Source: an optimization exercise on an open RTL-to-GDS flow (aim: small area, a short achievable clock period and few clock cycles). Production flows keep margins and buffers that such runs may drop. Only simulation tests tie the RTL to the original design; equivalence was not proved. Power figures rest on the tool's default switching activity, not on a simulated workload.

==> flow/design.v <==
package rpvd_pkg;
    localparam int COLUMN_BITS    = 12;
    localparam int ROW_BITS       = 12;
    localparam int VALUE_BITS     = 32;
    localparam int THRESHOLD_BITS = 31;
    localparam int BOUND_BITS     = 32;
    localparam int CFG_INDEX_BITS = 3;
    localparam int CFG_DATA_BITS  = 32;
    typedef enum logic [CFG_INDEX_BITS-1:0] {
        REG_THRESHOLD          = 3'd0,
        REG_PEAK_GATE_ENABLE   = 3'd1,
        REG_PEAK_FLOOR         = 3'd2,
        REG_VALLEY_GATE_ENABLE = 3'd3,
        REG_VALLEY_CEILING     = 3'd4
    } cfg_reg_t;
    typedef struct packed {
        logic [THRESHOLD_BITS-1:0] threshold;
        logic                      peak_gate_enable;
        logic [BOUND_BITS-1:0]     peak_floor;
        logic                      valley_gate_enable;
        logic [BOUND_BITS-1:0]     valley_ceiling;
    } cfg_t;
    typedef struct packed {
        logic                   is_valley;
        logic [COLUMN_BITS-1:0] column;
        logic [ROW_BITS-1:0]    row;
        logic [VALUE_BITS-1:0]  value;
    } result_t;
endpackage
module rpvd_cfg (
    input  logic                                clk,
    input  logic                                rst_n,
    input  logic                                cfg_valid,
    output logic                                cfg_ready,
    input  logic [rpvd_pkg::CFG_INDEX_BITS-1:0] cfg_index,
    input  logic [rpvd_pkg::CFG_DATA_BITS-1:0]  cfg_data,
    output rpvd_pkg::cfg_t                      cfg
);
    rpvd_pkg::cfg_t cfg_reg;
    rpvd_pkg::cfg_t cfg_next;
    assign cfg_ready = 1'b1;
    assign cfg       = cfg_reg;
    always_comb
    begin
        cfg_next = cfg_reg;
        if (cfg_valid)
        begin
            unique case (cfg_index)
                rpvd_pkg::REG_THRESHOLD:
                    cfg_next.threshold = cfg_data[rpvd_pkg::THRESHOLD_BITS-1:0];
                rpvd_pkg::REG_PEAK_GATE_ENABLE:
                    cfg_next.peak_gate_enable = cfg_data[0];
                rpvd_pkg::REG_PEAK_FLOOR:
                    cfg_next.peak_floor = cfg_data[rpvd_pkg::BOUND_BITS-1:0];
                rpvd_pkg::REG_VALLEY_GATE_ENABLE:
                    cfg_next.valley_gate_enable = cfg_data[0];
                rpvd_pkg::REG_VALLEY_CEILING:
                    cfg_next.valley_ceiling = cfg_data[rpvd_pkg::BOUND_BITS-1:0];
                default:
                    cfg_next = cfg_reg;
            endcase
        end
    end
    always_ff @(posedge clk or negedge rst_n)
    begin
        if (!rst_n)
        begin
            cfg_reg <= '0;
        end
        else
        begin
            cfg_reg <= cfg_next;
        end
    end
endmodule
module rpvd_core (
    input  logic                             clk,
    input  logic                             rst_n,
    input  logic                             sample_valid,
    output logic                             sample_ready,
    input  logic [31:0]                      sample,
    input  logic                             row_start,
    input  logic                             frame_start,
    input  rpvd_pkg::cfg_t                   cfg,
    output logic                             result_valid,
    input  logic                             result_ready,
    output logic                             is_valley,
    output logic [rpvd_pkg::COLUMN_BITS-1:0] column,
    output logic [rpvd_pkg::ROW_BITS-1:0]    row,
    output logic [rpvd_pkg::VALUE_BITS-1:0]  value
);
    logic               in_valid_reg, skid_valid_reg;
    logic signed [31:0] in_s, skid_s;
    logic               in_rs, in_fs, skid_rs, skid_fs;
    logic signed [31:0] a_value_reg, b_value_reg;
    logic [11:0]        a_column_reg, b_column_reg;
    logic [11:0]        column_reg, row_reg;
    logic               seek_reg;
    logic               result_valid_reg;
    logic               stall, consume, in_load, accept;
    logic               line_start;
    logic [11:0]        column_next, row_next;
    logic               s_gt_a, s_lt_a, s_gt_b, s_lt_b;
    logic               beyond_a, beyond_b;
    logic               peak_cond, valley_cond, hit, gate_ok, event_valid;
    logic signed [33:0] s_plus_t, s_minus_t;
    logic signed [31:0] floor_s, ceiling_s;
    assign floor_s   = cfg.peak_floor;
    assign ceiling_s = cfg.valley_ceiling;
    assign stall        = result_valid_reg && !result_ready;
    assign consume      = in_valid_reg && !stall;
    assign in_load      = !in_valid_reg || !stall;
    assign sample_ready = !skid_valid_reg;
    assign accept       = sample_valid && !skid_valid_reg;
    always_ff @(posedge clk or negedge rst_n)
    begin
        if (!rst_n)
        begin
            in_valid_reg   <= 1'b0;
            skid_valid_reg <= 1'b0;
        end
        else if (in_load)
        begin
            in_valid_reg   <= skid_valid_reg || accept;
            skid_valid_reg <= 1'b0;
        end
        else if (accept)
        begin
            skid_valid_reg <= 1'b1;
        end
    end
    always_ff @(posedge clk)
    begin
        if (in_load)
        begin
            if (skid_valid_reg)
            begin
                in_s  <= skid_s;
                in_rs <= skid_rs;
                in_fs <= skid_fs;
            end
            else
            begin
                in_s  <= sample;
                in_rs <= row_start;
                in_fs <= frame_start;
            end
        end
        if (!skid_valid_reg)
        begin
            skid_s  <= sample;
            skid_rs <= row_start;
            skid_fs <= frame_start;
        end
    end
    assign line_start = in_rs || in_fs;
    always_comb
    begin
        if (line_start)
            column_next = '0;
        else if (column_reg != 12'hFFF)
            column_next = column_reg + 1'b1;
        else
            column_next = column_reg;
        if (in_fs)
            row_next = '0;
        else if (in_rs && row_reg != 12'hFFF)
            row_next = row_reg + 1'b1;
        else
            row_next = row_reg;
    end
    assign s_gt_a = in_s > a_value_reg;
    assign s_lt_a = in_s < a_value_reg;
    assign s_gt_b = in_s > b_value_reg;
    assign s_lt_b = in_s < b_value_reg;
    assign beyond_a = seek_reg ? s_gt_a : s_lt_a;
    assign beyond_b = seek_reg ? s_lt_b : s_gt_b;
    assign s_plus_t    = 34'(in_s) + 34'(cfg.threshold);
    assign s_minus_t   = 34'(in_s) - 34'(cfg.threshold);
    assign peak_cond   = s_plus_t < 34'(a_value_reg);
    assign valley_cond = s_minus_t > 34'(a_value_reg);
    assign hit         = !line_start && (seek_reg ? peak_cond : valley_cond);
    assign gate_ok     = (a_column_reg != '0)
                         && (seek_reg ? (!cfg.peak_gate_enable
                                         || a_value_reg > floor_s)
                                      : (!cfg.valley_gate_enable
                                         || a_value_reg < ceiling_s));
    assign event_valid = consume && hit && gate_ok;
    always_ff @(posedge clk or negedge rst_n)
    begin
        if (!rst_n)
        begin
            a_value_reg  <= '0;
            a_column_reg <= '0;
            b_value_reg  <= '0;
            b_column_reg <= '0;
            column_reg   <= '0;
            row_reg      <= '0;
            seek_reg     <= 1'b1;
        end
        else if (consume)
        begin
            column_reg <= column_next;
            row_reg    <= row_next;
            if (in_fs)
                seek_reg <= 1'b1;
            else if (hit)
                seek_reg <= !seek_reg;
            if (line_start || beyond_a || hit)
            begin
                a_value_reg  <= in_s;
                a_column_reg <= column_next;
            end
            if (hit)
            begin
                b_value_reg  <= a_value_reg;
                b_column_reg <= a_column_reg;
            end
            else if (line_start || beyond_b)
            begin
                b_value_reg  <= in_s;
                b_column_reg <= column_next;
            end
        end
    end
    always_ff @(posedge clk or negedge rst_n)
    begin
        if (!rst_n)
            result_valid_reg <= 1'b0;
        else if (!stall)
            result_valid_reg <= event_valid;
    end
    assign result_valid = result_valid_reg;
    assign is_valley    = seek_reg;
    assign column       = b_column_reg;
    assign row          = row_reg;
    assign value        = b_value_reg;
endmodule
module row_peak_valley_detector #(
    parameter int MAX_COLUMNS = 4096,
    parameter int MAX_ROWS    = 4096,
    parameter int SAMPLE_BITS = 32
) (
    input  logic                                clk,
    input  logic                                rst_n,
    input  logic                                cfg_valid,
    output logic                                cfg_ready,
    input  logic [rpvd_pkg::CFG_INDEX_BITS-1:0] cfg_index,
    input  logic [rpvd_pkg::CFG_DATA_BITS-1:0]  cfg_data,
    input  logic                                sample_valid,
    output logic                                sample_ready,
    input  logic [SAMPLE_BITS-1:0]              sample,
    input  logic                                row_start,
    input  logic                                frame_start,
    output logic                                result_valid,
    input  logic                                result_ready,
    output logic                                is_valley,
    output logic [rpvd_pkg::COLUMN_BITS-1:0]    column,
    output logic [rpvd_pkg::ROW_BITS-1:0]       row,
    output logic [rpvd_pkg::VALUE_BITS-1:0]     value
);
    rpvd_pkg::cfg_t cfg;
    rpvd_cfg u_cfg (
        .clk       (clk),
        .rst_n     (rst_n),
        .cfg_valid (cfg_valid),
        .cfg_ready (cfg_ready),
        .cfg_index (cfg_index),
        .cfg_data  (cfg_data),
        .cfg       (cfg)
    );
    rpvd_core u_core (
        .clk          (clk),
        .rst_n        (rst_n),
        .sample_valid (sample_valid),
        .sample_ready (sample_ready),
        .sample       (sample),
        .row_start    (row_start),
        .frame_start  (frame_start),
        .cfg          (cfg),
        .result_valid (result_valid),
        .result_ready (result_ready),
        .is_valley    (is_valley),
        .column       (column),
        .row          (row),
        .value        (value)
    );
endmodule
make LEC_CHECK=0 ABC_CLOCK_PERIOD_IN_PS=3000 CAP_MARGIN=20 CORE_MARGIN=2 CORE_UTILIZATION=40 PLACE_DENSITY=0.6 SETUP_SLACK_MARGIN=5 SLEW_MARGIN=20 finish   # period 10.0 ns
run.sh (not shown) runs the stock make flow with config.mk's settings and CLKGATE_MAP_FILE= SYNTH_SCRIPT=/design/flow/synth_recipe.tcl, a recipe that flattens the netlist after the stock synthesis.
Testbench counts at the start, summed over its fixed seeds: cycles 64,112.
Change:
--- a/flow/config.mk
+++ b/flow/config.mk
@@ -7,3 +7,3 @@
 export LEC_CHECK = 0
-export ABC_CLOCK_PERIOD_IN_PS = 3000
+export ABC_CLOCK_PERIOD_IN_PS = 5000
 export CAP_MARGIN = 20
- maximum frequency does not change
- via count does not change
- worst setup slack does not change
- total power is unchanged
- wire length stays the same
- clock power stays flat
- cell area is unchanged
- non-clock buffer count is unchanged
- sequential cell count stays the same

-- re-timing with driven ports --
In the flow no input, the clock included, has a driving cell. The finished layouts below were timed again as built, in two steps.
Step 1, drivers: a clkbuf_16 drives clk and a buf_2 each remaining input, both assumed.
Step 2, shift: input delay + t, output delay - t, t = (earliest + latest rising clock arrival at the registers) / 2. This alone moves slack from input paths to output paths.
Slacks: ideal ports / drivers / drivers and shift; pairs: ideal ports / drivers.
| run | t (ns) | setup slack, ns | hold WS [ns] | slew at the worst register clock pin (ns) | cell pins on the clock port's net |
|---|---|---|---|---|---|
| the first run | 0.603 | 4.368 / 4.368 / 4.368 | 0.470 / 0.470 / 0.470 | 0.06 / 0.06 | 1 |
| the second run | 0.603 | 4.368 / 4.368 / 4.368 | 0.470 / 0.470 / 0.470 | 0.06 / 0.06 | 1 |
After both steps setup and hold are still met in every run listed.
